What follows belongs to an exercise in optimizing a design on an open flow for small area and a short achievable clock period; a production flow would make more cautious choices.
The RTL was checked by simulation tests, not by an equivalence proof against the original design.
Power is estimated from default activity; no workload was simulated.

job 6712:
## fpga_host
module fpga_host #(
  parameter int MMIO_ELS       = 16,
  parameter int NBF_MAX_WRITES = 4
) (
  input  wire                                   clk,
  input  wire                                   reset,
  input  wire                                   psel_i,
  input  wire                                   penable_i,
  input  wire                                   pwrite_i,
  input  wire [fpga_host_pkg::CSR_ADDR_W-1:0]   paddr_i,
  input  wire fpga_host_pkg::word_t             pwdata_i,
  output fpga_host_pkg::word_t                  prdata_o,
  output logic                                  pready_o,
  output logic                                  pslverr_o,
  output logic                                  wr_valid_o,
  input  wire                                   wr_ready_i,
  output logic [fpga_host_pkg::NBF_ADDR_W-1:0]  wr_addr_o,
  output logic [fpga_host_pkg::NBF_DATA_W-1:0]  wr_data_o,
  output logic [1:0]                            wr_size_o,
  input  wire                                   wr_done_i,
  output logic                                  bp_in_valid_o,
  input  wire                                   bp_in_ready_i,
  output fpga_host_pkg::word_t                  bp_in_data_o,
  input  wire                                   bp_out_valid_i,
  output logic                                  bp_out_ready_o,
  ...
Settings: LEC_CHECK=0, ABC_CLOCK_PERIOD_IN_PS=2100, CAP_MARGIN=20, CORE_MARGIN=2, CORE_UTILIZATION=65, CTS_CLUSTER_DIAMETER=80, CTS_CLUSTER_SIZE=24, SETUP_SLACK_MARGIN=2.05, SLEW_MARGIN=20; clock period 4.2 ns.
standard.sh (not shown) runs the stock make flow with config.mk's settings and CLKGATE_MAP_FILE= SYNTH_SCRIPT=/design/flow/synth_recipe.tcl, a recipe that flattens the netlist after the stock synthesis.
==> flow/flow/run.sh <==
#!/bin/bash
# The standard layout (the standard.sh, standard synthesis unchanged) with two changes:
# - the resizer may pick any cell size, not only same-footprint ones;
# - before detailed placement, each output port's buffer is put next to its pin and the
#   register feeding it right behind the buffer (flow/pull_out_regs.tcl).
set -euo pipefail
export PRE_DETAIL_PLACE_TCL="$PWD/flow/pull_out_regs.tcl"
bash standard.sh MATCH_CELL_FOOTPRINT=0 PRE_DETAIL_PLACE_TCL="$PWD/flow/pull_out_regs.tcl" finish > standard_flow.log 2>&1
==> flow/flow/pull_out_regs.tcl <==
# Before detailed placement: put each output port's buffer next to its pin, and the
# flip-flop that feeds that buffer right behind it, so the register-to-port wire is short.
# Detailed placement then legalizes the moved cells.
set block [ord::get_db_block]
set core [$block getCoreArea]
set cx0 [$core xMin]; set cy0 [$core yMin]; set cx1 [$core xMax]; set cy1 [$core yMax]
set step 4000
set moved 0
proc clampv {v lo hi} { expr {$v < $lo ? $lo : ($v > $hi ? $hi : $v)} }
foreach bt [$block getBTerms] {
  if {[$bt getIoType] ne "OUTPUT"} continue
  set net [$bt getNet]
  if {$net eq "NULL"} continue
  set buf ""
  foreach it [$net getITerms] { if {[$it isOutputSignal]} { set buf [$it getInst] } }
  if {$buf eq ""} continue
  set flop ""
  foreach it [$buf getITerms] {
    if {![$it isInputSignal]} continue
    set n2 [$it getNet]
    if {$n2 eq "NULL"} continue
    foreach it2 [$n2 getITerms] {
      if {[$it2 isOutputSignal]} {
        set c [$it2 getInst]
        if {[string match "*__*df*" [[$c getMaster] getName]]} { set flop $c }
      }
    }
  }
  set bb [$bt getBBox]
  set px [expr {([$bb xMin] + [$bb xMax]) / 2}]
  set py [expr {([$bb yMin] + [$bb yMax]) / 2}]
  # inward direction from the nearest die edge
  set dx 0; set dy 0
  set dl [expr {$px - $cx0}]; set dr [expr {$cx1 - $px}]
  set db [expr {$py - $cy0}]; set dt [expr {$cy1 - $py}]
  set m [expr {min($dl, $dr, $db, $dt)}]
  if {$m == $dl} { set dx 1 } elseif {$m == $dr} { set dx -1 } elseif {$m == $db} { set dy 1 } else { set dy -1 }
  set bx [clampv $px $cx0 [expr {$cx1 - 10000}]]
  set by [clampv $py $cy0 [expr {$cy1 - 3000}]]
  $buf setLocation [expr {$bx + $dx * $step}] [expr {$by + $dy * $step}]
  if {$flop ne ""} {
    $flop setLocation [expr {$bx + $dx * 3 * $step}] [expr {$by + $dy * 3 * $step}]
    incr moved
  }
}
puts "pull_out_regs: moved $moved output registers next to their port buffers"
Job 6712 completed; timing, DRC and antenna clean
Setup changes, job 6712 to job 4232
Settings: a change of ABC_CLOCK_PERIOD_IN_PS from 2100 to 2000; a change of SETUP_SLACK_MARGIN from 2.05 to 2.2.
Notes after the runs:
- The wire length in job 4232 sits about 4.4% above the value recorded for job 6712.
- Share of the clock period used by the worst path: job 4232 < job 6712
- Against job 6712 as the reference, job 4232 delivers a higher design area.
[inputs] job 127 vs job 4232
Settings: SETUP_SLACK_MARGIN now 2.05, was 2.2; ABC_CLOCK_PERIOD_IN_PS now 2100, was 2000; CTS_CLUSTER_DIAMETER now 70, was 80; CTS_CLUSTER_SIZE now 32, was 24.
--- outcome ---
Changes observed in job 127 relative to job 4232: summed area of non-filler cells in the final layout down 2.5%, power consumed by combinational cells shrank by 16%.
[compare] base=job 4232 new=job 127: peak ir drop on the vdd network up 11%, power attributed to the clock group up about 3%, achievable clock frequency down 1.5%.
Between job 4232 and job 127, the difference in max-capacitance violation count is negligible.
The part of the cycle the worst path needs number comes out lower for job 4232 vs job 127.
In the flow results for job 4232 and job 127, the via count of the first global-routing pass is smaller on job 127.
Compared to job 4232, the router laid down less metal wire for job 127.
Job 127 vs job 4232 on final core area utilization: job 127 is the lower one.
Changes in job 2510 relative to job 127:
Settings: CTS_CLUSTER_SIZE changed from 32 to 24; CTS_CLUSTER_DIAMETER changed from 70 to 80.
==> flow/flow/run.sh <==
#!/bin/bash
set -euo pipefail
export PRE_DETAIL_PLACE_TCL="$PWD/flow/pull_out_regs.tcl"
bash standard.sh MATCH_CELL_FOOTPRINT=0 PRE_DETAIL_PLACE_TCL="$PWD/flow/pull_out_regs.tcl" "CTS_ARGS=-sink_clustering_enable -repair_clock_nets -sink_clustering_size 24 -sink_clustering_max_diameter 80 -apply_ndr full" finish > standard_flow.log 2>&1
--- outcome ---
- When job 2510 is set beside job 127, its met2 track demand over resource in global routing turns out to be 0.80 points larger.
- Job 2510 closes out successfully: all stages finished, all timing, DRC and antenna checks passed.
- Where leakage power is concerned, job 127 is outperformed by job 2510.
- Looking at overall power after layout, job 2510 sits 0.96% below job 127.
- For the antenna diode count, job 2510 came in 3 lower than job 127 did.
- Comparing job 127 with job 2510, the buffering overhead came out essentially unchanged.
- The final reports for job 2510 and job 127 show clock power lower in the former.
- Compared with job 127, in job 2510 setup slack went up 0.022 ns; share of post-route cells with drive strength above 1 decreased 0.78 points.
- Looking at logic depth of the worst register-to-register path, job 2510 sits 1 higher than job 127 does.
- When job 2510 is set beside job 127, its first-pass GRT wire length turns out to be 0.58% larger.

what the ideal ports hide:
No port has a modelled driver above. Below, the same layouts with a new extraction and two added sets of constraints.
Step 1, drivers: a clkbuf_16 drives clk and a buf_2 each remaining input, both assumed.
Step 2, shift: input delay + t, output delay - t, t = (earliest + latest rising clock arrival at the registers) / 2. This alone moves slack from input paths to output paths.
Slacks: ideal / step 1 / step 2; pairs: ideal / step 1.
run | t, ns | setup slack, ns | hold slack, ns
job 6712 | 0.946 | 1.899 / 1.805 / 1.156 | 0.189 / 0.146 / 0.486
job 4232 | 0.954 | 1.911 / 1.814 / 1.185 | 0.177 / 0.121 / 0.483
job 127 | 0.956 | 1.877 / 1.785 / 1.152 | 0.173 / 0.132 / 0.484
job 2510 | 0.946 | 1.899 / 1.805 / 1.156 | 0.189 / 0.146 / 0.486
After both steps setup and hold are still met in every run listed.
